Context: an optimization exercise on an open-source flow, tuned for small area and few clock cycles per item. The choices shown serve that exercise and are no tape-out recipe. In this exercise RTL edits were held to simulation tests only and were not proved equivalent to the original.

==> flow/design.v, too long to show whole: its modules and the start of the top module <==
// module touch_joystick_mapper: 6383 lines
module touch_joystick_mapper (
  input  logic        clk,
  input  logic        rst_n,
  input  logic        in_valid,
  output logic        in_ready,
  input  logic        in_cmd,
  input  logic [11:0] in_touch_x,
  input  logic [11:0] in_touch_y,
  input  logic        cfg_valid,
  output logic        cfg_ready,
  input  logic [1:0]  cfg_addr,
  input  logic [14:0] cfg_data,
  output logic        out_valid,
  input  logic        out_ready,
  output logic [13:0] out_knob_x,
  output logic [13:0] out_knob_y,
  output logic [15:0] out_linear_cmd,
  output logic [15:0] out_angular_cmd,
  output logic        out_active
);
  // ...
==> flow/run.sh <==
#!/bin/bash
# synth_recipe.tcl (not shown) runs the flow's synth.tcl, then flattens the netlist and writes it again
# the make line also repeats each setting of config.mk as NAME=value (left out here)
make -C /OpenROAD-flow-scripts/flow DESIGN_CONFIG=/design/flow/config.mk WORK_HOME=/design/flow/orfs CLKGATE_MAP_FILE= SYNTH_SCRIPT=/design/flow/synth_recipe.tcl finish
==> flow/config.mk <==
export PLATFORM = sky130hd
export DESIGN_NAME = touch_joystick_mapper
export DESIGN_NICKNAME = touch_joystick_mapper
export VERILOG_FILES = /design/flow/design.v
export SDC_FILE = /design/flow/constraint.sdc
export NUM_CORES = 4
export LEC_CHECK = 0
export ABC_AREA = 1
export CAP_MARGIN = 20
export CORE_MARGIN = 2
export CORE_UTILIZATION = 62
export CTS_BUF_LIST = sky130_fd_sc_hd__clkbuf_8
export CTS_CLUSTER_SIZE = 30
export PLACE_DENSITY = 0.72
export SLEW_MARGIN = 20
==> flow/constraint.sdc <==
create_clock -name core_clock -period 11.0 [get_ports {clk}]
set_input_delay 2.2000 -clock core_clock [delete_from_list [all_inputs] [get_ports {clk}]]
set_output_delay 2.2000 -clock core_clock [all_outputs]
set_load 0.01 [all_outputs]
==> flow_summary.toml, run 1 <==
[clock_tree]
ctsHoldBuffers = 0
post-cts-setup-buffer-count = 0
cts_resized = 18
clockBufferDepth = 3
cts_tree = "built"

[timing]
layout_setup_ws_ps = 574
drv_slew = 0

[setup_path]
required_ps = 8800
worst-path-stages = 54
crit_start = "nr_eff[0]"

[logic_synthesis]
syn-instance-count = 11133
yosysMostFrequentCell = "nand2_1"
netlist_area_sq_um = 101000
async_reset_ff_frac = 0
synth_edf_count = 865
synth_top_family_by_area = "adder cells"

[global_routing]
grt_pass1_wl_microns = 432000
grt_use_total = 0.342
grt_overflow = 0
grt_use_met2 = 0.514

[cells_and_area]
final_common_cell = "nand2_1"
layout.nonclk_buf_frac = 0.0385
clkCellAreaFrac = 0.0332

[drt]
drc = 0
ant_nets = 0
drt-met1-wl_microns = 119000
wirelength_microns = 279000

[floorplan]
fp-row-count = 147
core_area_sq_um = 161000

[run_status]
outcome = "no timing/DRC/antenna violations"
Testbench counts, summed over its fixed seeds: cycles 16,112, items 16,000.
==> run 2, diff against run 1 <==
--- a/flow/design.v
+++ b/flow/design.v
@@ -3997,39 +3997,39 @@
   wire dv21_G43 = dv21_g0[22] | (dv21_p[22] & dv21_G31);
   wire dv21_P43 = dv21_p[22] & dv21_P31;
   wire dv21_G44 = dv21_g0[24] | (dv21_p[24] & dv21_G24);
   wire dv21_P44 = dv21_p[24] & dv21_P24;
   wire [25:0] dv21_s = {dv21_p[25] ^ dv21_G44, dv21_p[24] ^ dv21_G24, dv21_p[23] ^ dv21_G43, dv21_p[22] ^ dv21_G31, dv21_p[21] ^ dv21_G42, dv21_p[20] ^ dv21_G26, dv21_p[19] ^ dv21_G41, dv21_p[18] ^ dv21_G30, dv21_p[17] ^ dv21_G40, dv21_p[16] ^ dv21_G23, dv21_p[15] ^ dv21_G39, dv21_p[14] ^ dv21_G29, dv21_p[13] ^ dv21_G38, dv21_p[12] ^ dv21_G25, dv21_p[11] ^ dv21_G37, dv21_p[10] ^ dv21_G28, dv21_p[9] ^ dv21_G36, dv21_p[8] ^ dv21_G20, dv21_p[7] ^ dv21_G35, dv21_p[6] ^ dv21_G27, dv21_p[5] ^ dv21_G34, dv21_p[4] ^ dv21_G14, dv21_p[3] ^ dv21_G33, dv21_p[2] ^ dv21_G1, dv21_p[1] ^ dv21_c0g, dv21_p[0] ^ 1'b1};
   wire dv21_co = dv21_G32;
   wire [24:0] rem_22 = dv21_co ? dv21_s[24:0] : dt_21[24:0];
   wire [21:0] lo_22 = {lo_21[20:0], dv21_co};
-  wire [0:0] nnz = ~(|rem_22);
-  wire [21:0] rlo = rem_22[21:0];
   logic v9;
   always_ff @(posedge clk) if (!rst_n) v9 <= 1'b0; else if (en) v9 <= v8;
-  logic [0:0] nnz__r9;
-  always_ff @(posedge clk) if (en) nnz__r9 <= nnz;
-  logic [21:0] rlo__r9;
-  always_ff @(posedge clk) if (en) rlo__r9 <= rlo;
+  logic [24:0] rem_22__r9;
+  always_ff @(posedge clk) if (en) rem_22__r9 <= rem_22;
   logic [21:0] lo_22__r9;
   always_ff @(posedge clk) if (en) lo_22__r9 <= lo_22;
+  logic [24:0] nDen__r9;
+  always_ff @(posedge clk) if (en) nDen__r9 <= nDen__r8;
   logic [0:0] clamp__r9;
   always_ff @(posedge clk) if (en) clamp__r9 <= clamp__r8;
   logic [0:0] sx__r9;
   always_ff @(posedge clk) if (en) sx__r9 <= sx__r8;
   logic [0:0] sy__r9;
   always_ff @(posedge clk) if (en) sy__r9 <= sy__r8;
   logic [0:0] rel__r9;
   always_ff @(posedge clk) if (en) rel__r9 <= rel__r8;
+  wire [0:0] nnz = ~(|rem_22__r9);
+  wire [21:0] rlo = rem_22__r9[21:0];
   wire [21:0] Mv = ~nR2;
   wire [21:0] nlo = ~lo_22__r9;
   wire [21:0] ny_p = Mv ^ nlo;
   wire [21:0] ny_g0 = Mv & nlo;
-  wire ny_c0g = ny_g0[0] | (ny_p[0] & nnz__r9);
+  wire ny_c0g = ny_g0[0] | (ny_p[0] & nnz);
   wire ny_G1 = ny_g0[1] | (ny_p[1] & ny_c0g);
   wire ny_P1 = ny_p[1] & ny_p[0];
   wire ny_G2 = ny_g0[3] | (ny_p[3] & ny_g0[2]);
   wire ny_P2 = ny_p[3] & ny_p[2];
   wire ny_G3 = ny_g0[5] | (ny_p[5] & ny_g0[4]);
   wire ny_P3 = ny_p[5] & ny_p[4];
   wire ny_G4 = ny_g0[7] | (ny_p[7] & ny_g0[6]);
   wire ny_P4 = ny_p[7] & ny_p[6];
@@ -4092,19 +4092,19 @@
   wire ny_G33 = ny_g0[14] | (ny_p[14] & ny_G24);
   wire ny_P33 = ny_p[14] & ny_P24;
   wire ny_G34 = ny_g0[16] | (ny_p[16] & ny_G19);
   wire ny_P34 = ny_p[16] & ny_P19;
   wire ny_G35 = ny_g0[18] | (ny_p[18] & ny_G25);
   wire ny_P35 = ny_p[18] & ny_P25;
   wire ny_G36 = ny_g0[20] | (ny_p[20] & ny_G21);
   wire ny_P36 = ny_p[20] & ny_P21;
-  wire [21:0] ny_s = {ny_p[21] ^ ny_G36, ny_p[20] ^ ny_G21, ny_p[19] ^ ny_G35, ny_p[18] ^ ny_G25, ny_p[17] ^ ny_G34, ny_p[16] ^ ny_G19, ny_p[15] ^ ny_G33, ny_p[14] ^ ny_G24, ny_p[13] ^ ny_G32, ny_p[12] ^ ny_G20, ny_p[11] ^ ny_G31, ny_p[10] ^ ny_G23, ny_p[9] ^ ny_G30, ny_p[8] ^ ny_G17, ny_p[7] ^ ny_G29, ny_p[6] ^ ny_G22, ny_p[5] ^ ny_G28, ny_p[4] ^ ny_G12, ny_p[3] ^ ny_G27, ny_p[2] ^ ny_G1, ny_p[1] ^ ny_c0g, ny_p[0] ^ nnz__r9};
+  wire [21:0] ny_s = {ny_p[21] ^ ny_G36, ny_p[20] ^ ny_G21, ny_p[19] ^ ny_G35, ny_p[18] ^ ny_G25, ny_p[17] ^ ny_G34, ny_p[16] ^ ny_G19, ny_p[15] ^ ny_G33, ny_p[14] ^ ny_G24, ny_p[13] ^ ny_G32, ny_p[12] ^ ny_G20, ny_p[11] ^ ny_G31, ny_p[10] ^ ny_G23, ny_p[9] ^ ny_G30, ny_p[8] ^ ny_G17, ny_p[7] ^ ny_G29, ny_p[6] ^ ny_G22, ny_p[5] ^ ny_G28, ny_p[4] ^ ny_G12, ny_p[3] ^ ny_G27, ny_p[2] ^ ny_G1, ny_p[1] ^ ny_c0g, ny_p[0] ^ nnz};
   wire ny_co = ny_G26;
-  wire [21:0] Ny = clamp__r9 ? ny_s : rlo__r9;
+  wire [21:0] Ny = clamp__r9 ? ny_s : rlo;
   wire [21:0] Nx = lo_22__r9;
   wire [1:0] qxt_0 = Nx[21:20];
   wire [0:0] qxge_0 = |qxt_0;
   wire [1:0] qxrm_1 = {qxt_0[1] & qxt_0[0], qxt_0[1] & ~qxt_0[0]};
   wire [0:0] qxrt_1 = qxge_0;
   wire [19:0] qxrd_1 = Nx[19:0];
   wire [1:0] qyt_0 = Ny[21:20];
   wire [0:0] qyge_0 = |qyt_0;
==> flow_summary.toml, run 2 <==
[setup_path]
cp_top_family = "adder cells"
critPathMaxStageDelay_ps = 1030
cpMostUsedCell = "inv_1"
endpoint_kind = "register"
required_ps = 11650
critPathBufInv = 10
crit_fanout = 43
cp.arrival_ps = 11040
startpoint_type = "register"
rrSetupSlack_ps = 610
critical_path_class = "register to register"
cp_slowest_cell = "edfxtp_1"

[timing]
setup_tns_ps = 0
hold_slack_ps = 378
setup_viol = 0
min_period_ps = 10390
max_freq_ghz = 0.0963
finalHoldViolations = 0
layout_setup_ws_ps = 613
slew-limit-headroom = 0.191
clock-skew-final_ps = 54.7
worst_pin_slew_ps = 1200
fin_crit_sh = 0.944
drv_slew = 0

[cells_and_area]
fillerInstances = 12640
area_growth_pct = 9.42
final_cell_mix = "2173 x nand2_1, 1947 x inv_1, 1235 x ha_1"
design_area_sq_um = 110000
drive_gt1_frac = 0.0814
multi_input_area_sq_um = 64300
final_common_cell = "nand2_1"
final_nets = 13610
seq_area_sq_um = 28000

[floorplan]
die_area_sq_um = 165000
start_util = 0.625
core_area_sq_um = 161000
die_h_microns = 406
io_pins = 111
die-width_microns = 406
fp-row-count = 147

[placed_design]
placed_cell_area_sq_um = 105000
port_buffers = 105
place_hpwl_microns = 197000
place_ws_ps = -340
gp_congestion = 0.931

[drt]
met3_length_microns = 13900
dr.pass1.iters = 6
dr_wl_met2_microns = 120000
wirelength_microns = 246000
vias_per_cell = 5.55
maxUsedRoutingLayer = "met5"
via_count = 75839
drt-met1-wl_microns = 103000
wl_per_cell_microns = 18.0
drt_iter0_markers = 5231
ant_nets = 0
drc = 0

[clock_tree]
ctsHoldBuffers = 0
htree_levels = 4
cts_tree = "built"
cts-root-buf = "clkbuf_8"
clockBufferDepth = 3
clock_latency_ps = 970
clock_sinks = 963
cts_buffers = 169
clk_pin_slew_ps = 70

[global_routing]
grt_use_total = 0.304
grt_pass1_vias = 76125
grt_overflow = 0
grt_max_degree = 212
grt_antenna_before_repair = 6
grt_pass1_wl_microns = 396000

[logic_synthesis]
yosysWarnings = 1
synth.avg_cell_area_sq_um = 9.07
ys_ff_latch = 963
synth_seq_area_share = 0.279
netlist_area_sq_um = 100000
synth.distinct_cells = 77
syn-instance-count = 11060
synth_area_leaders = "edfxtp_1 26%, fa_1 19%, ha_1 15%"
synthDominantCellAreaShare = 0.260
synth_top_flop_cell = "edfxtp_1"
synth_edf_count = 867
synthTopCellsByCount = "2179 x nand2_1, 1930 x inv_1, 1237 x ha_1"
yosysTopAreaCell = "edfxtp_1"
yosysMostFrequentCell = "nand2_1"
async_reset_ff_frac = 0

[min_path]
hold_path_class = "register to register"

[run_status]
outcome = "no timing/DRC/antenna violations"

[job]
drv_cap = 0
-- run 2: changes by cell type in the layout (fill, tap and decap cells not counted), sizes merged, moves of 16 or more --
cell   change
buf       -73
nand2     -49
nand4     -37
nor2      -16
o21a      +18
o21ai     +16
xnor2     +18
-- run 2: stage by stage --
stage | util | std cells
global placement | 0.652 | 13263
global route | 0.684 | 13650
detailed placement | 0.652 | 13263
CTS | 0.674 | 13571
finish | 0.684 | 13653
floorplan | - | 11063
-- run 2: kinds of logic after synthesis --
kind of cell,count (synthesis),share of synthesized area
and+or+nand+nor,3261,0.132
buffers and inverters,2277,0.0870
adders and majority gates,2209,0.348
AOI/OAI and AO/OA,1731,0.0990
DFF,963,0.279
xor gates and xnor gates,585,0.0513
muxes,32,0.00345
other,2,0.0000749
-- run 2: worst register-to-register path, delay by kind of cell (launching register included) --
kind / cells / cell delay, ps
XOR/XNOR: 1 / 360
AO/OA/AOI/OAI: 11 / 2460
flip-flops: 1 / 1030
buffers and inverters: 10 / 1160
adder cells (fa/ha/maj): 9 / 4050
AND/OR/NAND/NOR: 10 / 1070
-- run 2: layer usage --
layer	up-vias	global-route usage
li1	36380	-
met1	36886	0.402
met2	2053	0.512
met3	516	0.0395
met4	4	0.110
met5	-	0
-- run 2: final timing paths --
| path | from | end | depth (start not counted) |
|---|---|---|---|
| setup reg to reg | sa__r1[1] | rem_1__r2[9] | 41 |
| hold / removal | lo_16__r7[16] | lo_19__r8[19] | 0 |
| hold reg to reg | lo_16__r7[16] | lo_19__r8[19] | 0 |
| setup / recovery | sa__r1[1] | rem_1__r2[9] | 41 |
-- run 2: layout make-up --
class	count	area share
multi-input cells	7823	0.586
flip-flops and latches	963	0.255
inverters	1965	0.0680
repair buffers	430	0.0339
well taps	2160	0.0246
clock buffers	175	0.0219
clock inverters	131	0.0103
repair inverters	2	0.000114
diodes	4	0.0000912
-- run 2: repair_timing --
item	in CTS	in global routing
resized for setup	17	243
pin swaps	0	39
setup endpoints to repair	58	290
gates cloned	0	3
buffers inserted	2	71
Testbench counts of run 2, summed over its fixed seeds: cycles 16,112, items 16,000.
==> run 3, diff against run 2 <==
--- a/flow/config.mk
+++ b/flow/config.mk
@@ -11,3 +11,3 @@
 export CORE_UTILIZATION = 62
-export CTS_BUF_LIST = sky130_fd_sc_hd__clkbuf_8
+export CTS_BUF_LIST = sky130_fd_sc_hd__clkbuf_4
 export CTS_CLUSTER_SIZE = 30
==> flow_summary.toml, run 3 <==
[run_status]
outcome = "no timing/DRC/antenna violations"

[logic_synthesis]
yosysMostFrequentCell = "nand2_1"
netlist_area_sq_um = 100000
ys_ff_latch = 963
synth.distinct_cells = 77
synthDominantCellAreaShare = 0.260
yosysTopAreaCell = "edfxtp_1"
synth.avg_cell_area_sq_um = 9.07
synth_top_flop_cell = "edfxtp_1"
synth_area_leaders = "edfxtp_1 26%, fa_1 19%, ha_1 15%"
synthTopCellsByCount = "2179 x nand2_1, 1930 x inv_1, 1237 x ha_1"
async_reset_ff_frac = 0
synth_edf_count = 867
yosysWarnings = 1
syn-instance-count = 11060
synth_seq_area_share = 0.279

[timing]
fin_crit_sh = 0.941
min_period_ps = 10350
finalHoldViolations = 0
worst_pin_slew_ps = 1180
drv_slew = 0
setup_viol = 0
setup_tns_ps = 0
layout_setup_ws_ps = 648
clock-skew-final_ps = 127
rsz0062_at_grt = "true"
slew-limit-headroom = 0.207
max_freq_ghz = 0.0966

[setup_path]
crit_start = "nr_eff[1]"
r2r_start = "rem_22__r9[13]"
rrSetupSlack_ps = 700
cp.arrival_ps = 8150
cp_slowest_cell = "fa_1"
cp_top_family = "simple AND/OR/NAND/NOR gates"
startpoint_type = "register"
critPathMaxStageDelay_ps = 460
critPathBufInv = 6
critical_path_class = "register to primary output"
required_ps = 8800
endpoint_kind = "primary output"
cpMostUsedCell = "nand2_1"
crit_fanout = 13

[drt]
drc = 0
drt_iter0_markers = 5043
via_count = 76525
dr.pass1.iters = 6
vias_per_cell = 5.53
ant_nets = 0
met3_length_microns = 15200
drt-met1-wl_microns = 103000
dr_wl_met2_microns = 119000
maxUsedRoutingLayer = "met5"
wirelength_microns = 247000
wl_per_cell_microns = 17.9

[min_path]
min_from = "lo_19__r8[14]"
hold_path_class = "register to register"

[placed_design]
place_ws_ps = -340
gp_congestion = 0.931
place_hpwl_microns = 197000
port_buffers = 105

[global_routing]
grt_use_total = 0.305
grt_max_degree = 212
grt_pass1_vias = 77229
grt_pass1_wl_microns = 398000
grt_overflow = 0
grt_antenna_before_repair = 7

[clock_tree]
cts_tree = "built"
clockBufferDepth = 4
cts_buffers = 286
clock_sinks = 963
cts-root-buf = "clkbuf_4"
clock_latency_ps = 1330
clk_pin_slew_ps = 60
htree_levels = 5

[cells_and_area]
final_cell_mix = "2165 x nand2_1, 1902 x inv_1, 1232 x ha_1"
final_common_cell = "nand2_1"
final_util = 0.684
area_growth_pct = 9.41
drive_gt1_frac = 0.0988
final_nets = 13743

[floorplan]
fp-row-count = 147
start_util = 0.625
die-width_microns = 406
core_area_sq_um = 161000
die_area_sq_um = 165000
io_pins = 111
die_h_microns = 406

[job]
drv_cap = 0
==> run 3: cell counts after synthesis <==
No cell type changed its count.
==> run 3: cell type report <==
class                           instances  area [sq um]
Clock buffer                          374          2810
Multi-Input combinational cell       7823         64400
Sequential cell                       963         28000
Timing Repair Buffer                  444          3820
Timing Repair inverter                  4          26.3
Antenna cell                            9          22.5
Inverter                             1965          7470
Fill cell                           12774         50800
Clock inverter                         97           524
Tap cell                             2160          2700
==> run 3: per-stage QoR <==
stage,instance area [sq um],cells,hold WS (ps)
finish,110000,13839,294
global route,110000,13839,285
CTS,108000,13741,280
detailed placement,105000,13263,405
global placement,105000,13263,401
floorplan,100000,11063,375
==> run 3: timing repair <==
action                                  4_1_cts  5_1_grt
hold endpoints to repair                      0        0
setup buffers                                 7       82
hold buffers                                  0        0
resized for setup                            35      286
cloned                                        1        4
pin swaps                                     0       46
endpoints found under the setup margin       68      292
==> run 3: path summary, 6_finish.rpt <==
| check | endpoint | depth (start not counted) |
|---|---|---|
| setup / recovery | out_linear_cmd[13] | 54 |
| hold / removal | lo_22__r9[17] | 0 |
| setup reg to reg | qyrm_6__r10[5] | 59 |
| hold reg to reg | lo_22__r9[17] | 0 |
==> run 3: per-layer routing <==
layer,vias up,global-route usage
li1,36775,-
met5,-,0
met4,2,0.118
met1,37056,0.399
met2,2113,0.510
met3,579,0.0476
==> run 3: cells by family after synthesis <==
kind of cell    share of synthesized area
mux                               0.00345
xor+xnor                           0.0513
flops                               0.279
simple gates                        0.132
compound gates                     0.0990
other cells                     0.0000749
buf+inv                            0.0870
fa+ha+maj                           0.348
==> run 4, diff against run 3 <==
--- a/flow/config.mk
+++ b/flow/config.mk
@@ -11,3 +11,4 @@
 export CORE_UTILIZATION = 62
-export CTS_BUF_LIST = sky130_fd_sc_hd__clkbuf_4
+export CTS_BUF_LIST = sky130_fd_sc_hd__clkbuf_8 sky130_fd_sc_hd__clkbuf_16
+export CTS_CLUSTER_DIAMETER = 60
 export CTS_CLUSTER_SIZE = 30
==> flow_summary.toml, run 4 <==
[run_status]
outcome = "no timing/DRC/antenna violations"

[global_routing]
grt_antenna_before_repair = 7
grt_max_degree = 212
grt_use_total = 0.301
grt_pass1_wl_microns = 394000
grt_pass1_vias = 75788
grt_overflow = 0

[timing]
max_freq_ghz = 0.0959
min_period_ps = 10430
worst_pin_slew_ps = 1140
drv_slew = 0
setup_viol = 0
fin_crit_sh = 0.948
hold_slack_ps = 394
slew-limit-headroom = 0.235
finalHoldViolations = 0
clock-skew-final_ps = 46.8

[setup_path]
startpoint_type = "register"
critPathBufInv = 9
cp_top_family = "simple AND/OR/NAND/NOR gates"
endpoint_kind = "register"
cp_slowest_cell = "edfxtp_1"
r2r_end = "qyrm_6__r10[5]"
crit_fanout = 9
r2r_start = "rem_22__r9[14]"
critPathMaxStageDelay_ps = 480
cp.arrival_ps = 10930
critPathCapture = "qyrm_6__r10[5]"
critical_path_class = "register to register"
worst-path-stages = 59
r2r_cells = 59
required_ps = 11500
crit_start = "rem_22__r9[14]"
cpMostUsedCell = "inv_1"
rrSetupSlack_ps = 570

[cells_and_area]
fillerInstances = 12507
final_nets = 13538
final_util = 0.685
final_cell_mix = "2172 x nand2_1, 1905 x inv_1, 1234 x ha_1"
diodes = 0
drive_gt1_frac = 0.0773
seq_area_sq_um = 28000
design_area_sq_um = 110000
multi_input_area_sq_um = 64300
final_common_cell = "nand2_1"
area_growth_pct = 9.60
layout.cells.non_filler = 13524

[logic_synthesis]
yosysWarnings = 1
synth_area_leaders = "edfxtp_1 26%, fa_1 19%, ha_1 15%"
syn-instance-count = 11060
synth.distinct_cells = 77
synth_seq_area_share = 0.279
synthDominantCellAreaShare = 0.260
yosysMostFrequentCell = "nand2_1"
async_reset_ff_frac = 0
netlist_area_sq_um = 100000
yosysTopAreaCell = "edfxtp_1"
synth_top_flop_cell = "edfxtp_1"
synth.avg_cell_area_sq_um = 9.07
ys_ff_latch = 963
synth_edf_count = 867
synthTopCellsByCount = "2179 x nand2_1, 1930 x inv_1, 1237 x ha_1"

[job]
drv_cap = 0

[clock_tree]
cts_buffers = 95
clk_pin_slew_ps = 80
clock_latency_ps = 760
cts-root-buf = "clkbuf_16"
clock_sinks = 963
clockBufferDepth = 3
htree_levels = 3
cts_tree = "built"
ctsHoldBuffers = 0

[floorplan]
die-width_microns = 406
die_area_sq_um = 165000
start_util = 0.625
core_area_sq_um = 161000
io_pins = 111
fp-row-count = 147
die_h_microns = 406

[drt]
dr.pass1.iters = 6
via_count = 75198
ant_nets = 0
drt_iter0_markers = 5167
wl_per_cell_microns = 18.1
wirelength_microns = 245000
vias_per_cell = 5.56
drc = 0

[min_path]
hold_path_class = "register to register"

[placed_design]
port_buffers = 105
place_hpwl_microns = 197000
place_inst = 13263
placed_cell_area_sq_um = 105000
gp_congestion = 0.931
[run 4: layout make-up]
type / count / share of cell area
Inverter: 1965 / 0.0679
Clock inverter: 79 / 0.0112
Sequential cell: 963 / 0.255
Clock buffer: 100 / 0.0228
Timing Repair Buffer: 432 / 0.0339
Timing Repair inverter: 2 / 0.000114
Tap cell: 2160 / 0.0246
Multi-Input combinational cell: 7823 / 0.585
[run 4: metal layers]
layer	global-route usage	part of all wire
met4	0.109	0.038
met2	0.510	0.49
met5	0	0.00014
met1	0.399	0.42
met3	0.0378	0.058
[run 4: worst min-delay path by stage]
stage	from	endpoint	slack (ps)	cells after the start
finish	sy__r5	sy__r6	390	0
CTS	lo_13__r6[12]	lo_16__r7[15]	390	0
global route	lo_13__r6[12]	lo_16__r7[15]	390	0
detailed placement	cxq_7__r12[0]	cxq_12__r13[5]	400	0
global placement	rel__r10	rel__r11	400	0
floorplan	r_eff[0]	nR2p[0]	370	0
[run 4: timing repair]
action	4_1_cts	5_1_grt
endpoints found under the setup margin	53	289
gates resized for setup	15	237
buffers inserted	2	74
gates cloned	0	3
pin swaps	0	38
[run 4: cell families after synthesis]
logic type,synth area share
other,0.0000749
buffers and inverters,0.0870
DFF,0.279
AOI/OAI and AO/OA,0.0990
and+or+nand+nor,0.132
xor gates and xnor gates,0.0513
adders and majority gates,0.348
muxes,0.00345
[run 4: metrics by stage]
step	setup TNS, ps	worst slack [ps]
floorplan	0	81.6
global placement	-234	-152
detailed placement	-2650	-340
CTS	0	7.52
global route	-1150	-175
finish	0	569
[run 4: worst reg2reg max path: cells and delay by family, from the launching register on]
family	cells	cell delay, ps
mux	2	340
buf+inv	9	890
compound gates	20	2730
xor+xnor	1	140
flops	1	480
simple gates	19	2820
fa+ha+maj	8	2810
==> run 5, diff against run 4 <==
--- a/flow/config.mk
+++ b/flow/config.mk
@@ -12,4 +12,4 @@
 export CTS_BUF_LIST = sky130_fd_sc_hd__clkbuf_8 sky130_fd_sc_hd__clkbuf_16
-export CTS_CLUSTER_DIAMETER = 60
-export CTS_CLUSTER_SIZE = 30
+export CTS_CLUSTER_DIAMETER = 70
+export CTS_CLUSTER_SIZE = 35
 export PLACE_DENSITY = 0.72
==> flow_summary.toml, run 5 <==
[run_status]
outcome = "no timing/DRC/antenna violations"

[logic_synthesis]
yosys.area_share.adder = 0.348
synth.avg_cell_area_sq_um = 9.07
synthTopCellsByCount = "2179 x nand2_1, 1930 x inv_1, 1237 x ha_1"
netlist_area_sq_um = 100000
synth_area_leaders = "edfxtp_1 26%, fa_1 19%, ha_1 15%"
synthDominantCellAreaShare = 0.260
synth_top_family_by_area = "adder cells"
synth_xor_area_frac = 0.0513
ys_ff_latch = 963
yosysMostFrequentCell = "nand2_1"
yosysWarnings = 1
synth_top_flop_cell = "edfxtp_1"
syn-instance-count = 11060
synth.distinct_cells = 77
synth_compound_area_frac = 0.0990
yosysTopAreaCell = "edfxtp_1"
synth_seq_area_share = 0.279
muxShareOfSynthArea = 0.00345
synth-simple-area-share = 0.132
async_reset_ff_frac = 0
synth_edf_count = 867

[floorplan]
fp-row-count = 147
core_area_sq_um = 161000
start_util = 0.625
die-width_microns = 406
die_h_microns = 406
die_area_sq_um = 165000
io_pins = 111

[global_routing]
grt_max_degree = 212
grt_use_total = 0.301
grt_pass1_wl_microns = 393000
grt_antenna_before_repair = 3
grt_overflow = 0
grt_pass1_vias = 75441

[timing]
worst_pin_slew_ps = 1120
drv_slew = 0
fin_crit_sh = 0.941
layout_setup_ws_ps = 650
setup_viol = 0
clock-skew-final_ps = 46.8
min_period_ps = 10350
max_freq_ghz = 0.0966
slew-limit-headroom = 0.242
finalHoldViolations = 0
hold_slack_ps = 404

[setup_path]
rrSetupSlack_ps = 650
cp.arrival_ps = 10770
cp_slowest_cell = "edfxtp_1"
critPathMaxStageDelay_ps = 1020
r2r_cells = 41
crit_start = "sa__r1[2]"
r2r_end = "rem_1__r2[9]"
cp_top_family = "adder cells"
endpoint_kind = "register"
r2r_start = "sa__r1[2]"
crit_fanout = 43
required_ps = 11420
critical_path_class = "register to register"
critPathBufInv = 10
worst-path-stages = 41
startpoint_type = "register"
critPathCapture = "rem_1__r2[9]"
cpMostUsedCell = "inv_1"

[drt]
dr.pass1.iters = 6
ant_nets = 0
drc = 0
wl_per_cell_microns = 18.1
wirelength_microns = 245000
drt_iter0_markers = 5246
vias_per_cell = 5.57
via_count = 75182

[placed_design]
gp_congestion = 0.931
port_buffers = 105
place_hpwl_microns = 197000
place_inst = 13263
place_ws_ps = -340

[clock_tree]
clock_latency_ps = 740
cts-root-buf = "clkbuf_16"
clk_pin_slew_ps = 100
ctsHoldBuffers = 0
cts_buffers = 84
clockBufferDepth = 3
clock_sinks = 963
htree_levels = 3
cts_tree = "built"

[cells_and_area]
final_common_cell = "nand2_1"
drive_gt1_frac = 0.0756
layout.cells.non_filler = 13507
final_util = 0.683
area_growth_pct = 9.25
final_nets = 13531
final_cell_mix = "2172 x nand2_1, 1906 x inv_1, 1234 x ha_1"

[min_path]
whs_path_depth = 0
min_from = "sy__r8"
hold_path_class = "register to register"

[job]
drv_cap = 0
## run 5: cell types whose count changed in the layout (fill, tap and decap cells not counted), moves of 4 or more
cell	change
clkinvlp_4	-4
inv_6	-5
clkbuf_16	-12
o21ai_0	-5
inv_12	+4
buf_4	+5
clkinv_2	-5
o21ai_1	+5
## run 5: worst min path at each step
stage	endpoint
after floorplan	nR2p[0]
after global placement	rel__r11
after detailed placement	cxq_12__r13[5]
after CTS	sy__r9
after global routing	lo_16__r7[15]
final	sy__r9
## run 5: logic make-up (layout without fill, tap and decap cells)
group	count (synthesis)	in the layout
xor gates and xnor gates	585	585
AOI/OAI and AO/OA	1731	1731
other	2	6
adders and majority gates	2209	2209
and+or+nand+nor	3261	3261
DFF	963	963
muxes	32	32
buffers and inverters	2277	2560
## run 5: through the flow
stage	TNS (ps)	cell area, sq um
6_report	0	110000
4_1_cts	0	108000
2_1_floorplan	0	100000
3_3_place_gp	-234	105000
5_1_grt	-1810	110000
3_5_place_dp	-2650	105000
## run 5: cell type report
type | count | area, sq um
multi-input combinational | 7823 | 64300
tap | 2160 | 2700
timing repair buffer | 435 | 3730
fill | 12589 | 51000
clock buffer | 88 | 2200
sequential | 963 | 28000
antenna | 1 | 2.50
clock inverter | 69 | 1200
inverter | 1965 | 7460
timing repair inverter | 3 | 18.8
## run 5: layer usage
layer,GRT usage,wire (microns)
met5,0,0
met4,0.108,9030
met3,0.0361,13700
met2,0.507,119000
met1,0.402,103000
## run 5: timing repair
action | 4_1_cts | 5_1_grt
setup endpoints to repair | 42 | 289
cloned | 0 | 4
gates resized for setup | 14 | 235
hold endpoints to repair | 0 | 0
pin swaps | 0 | 47
setup buffers | 2 | 78

[static timing again, ports no longer ideal]
The flow's constraints put no driver on any port. The routed layouts listed below were extracted and timed again, unchanged, in two steps.
Step 1: set_driving_cell puts a clkbuf_16 on clk and a buf_2 on each other input, an assumption about the parent block.
Step 2 also shifts input and output timing later by t, the mid clock arrival at the registers, as if the neighbouring blocks saw the same clock.
Slacks: ideal / step 1 / step 2; pairs: ideal / step 1.
run | t (ns) | slack for setup (ns) | worst data-port slew with drivers (ns)
run 1 | 1.027 | 0.574 / 0.483 / 0.017 | 0.20
run 2 | 1.026 | 0.613 / 0.613 / 0.093 | 0.11
run 3 | 1.344 | 0.648 / 0.566 / 0.035 | 0.11
run 4 | 0.825 | 0.569 / 0.569 / 0.056 | 0.11
run 5 | 0.807 | 0.650 / 0.650 / 0.136 | 0.11
After both steps setup and hold are still met in every run listed. For run 3, which loses most, drivers alone change the setup slack by -0.082 ns; drivers and shift together by -0.613 ns.
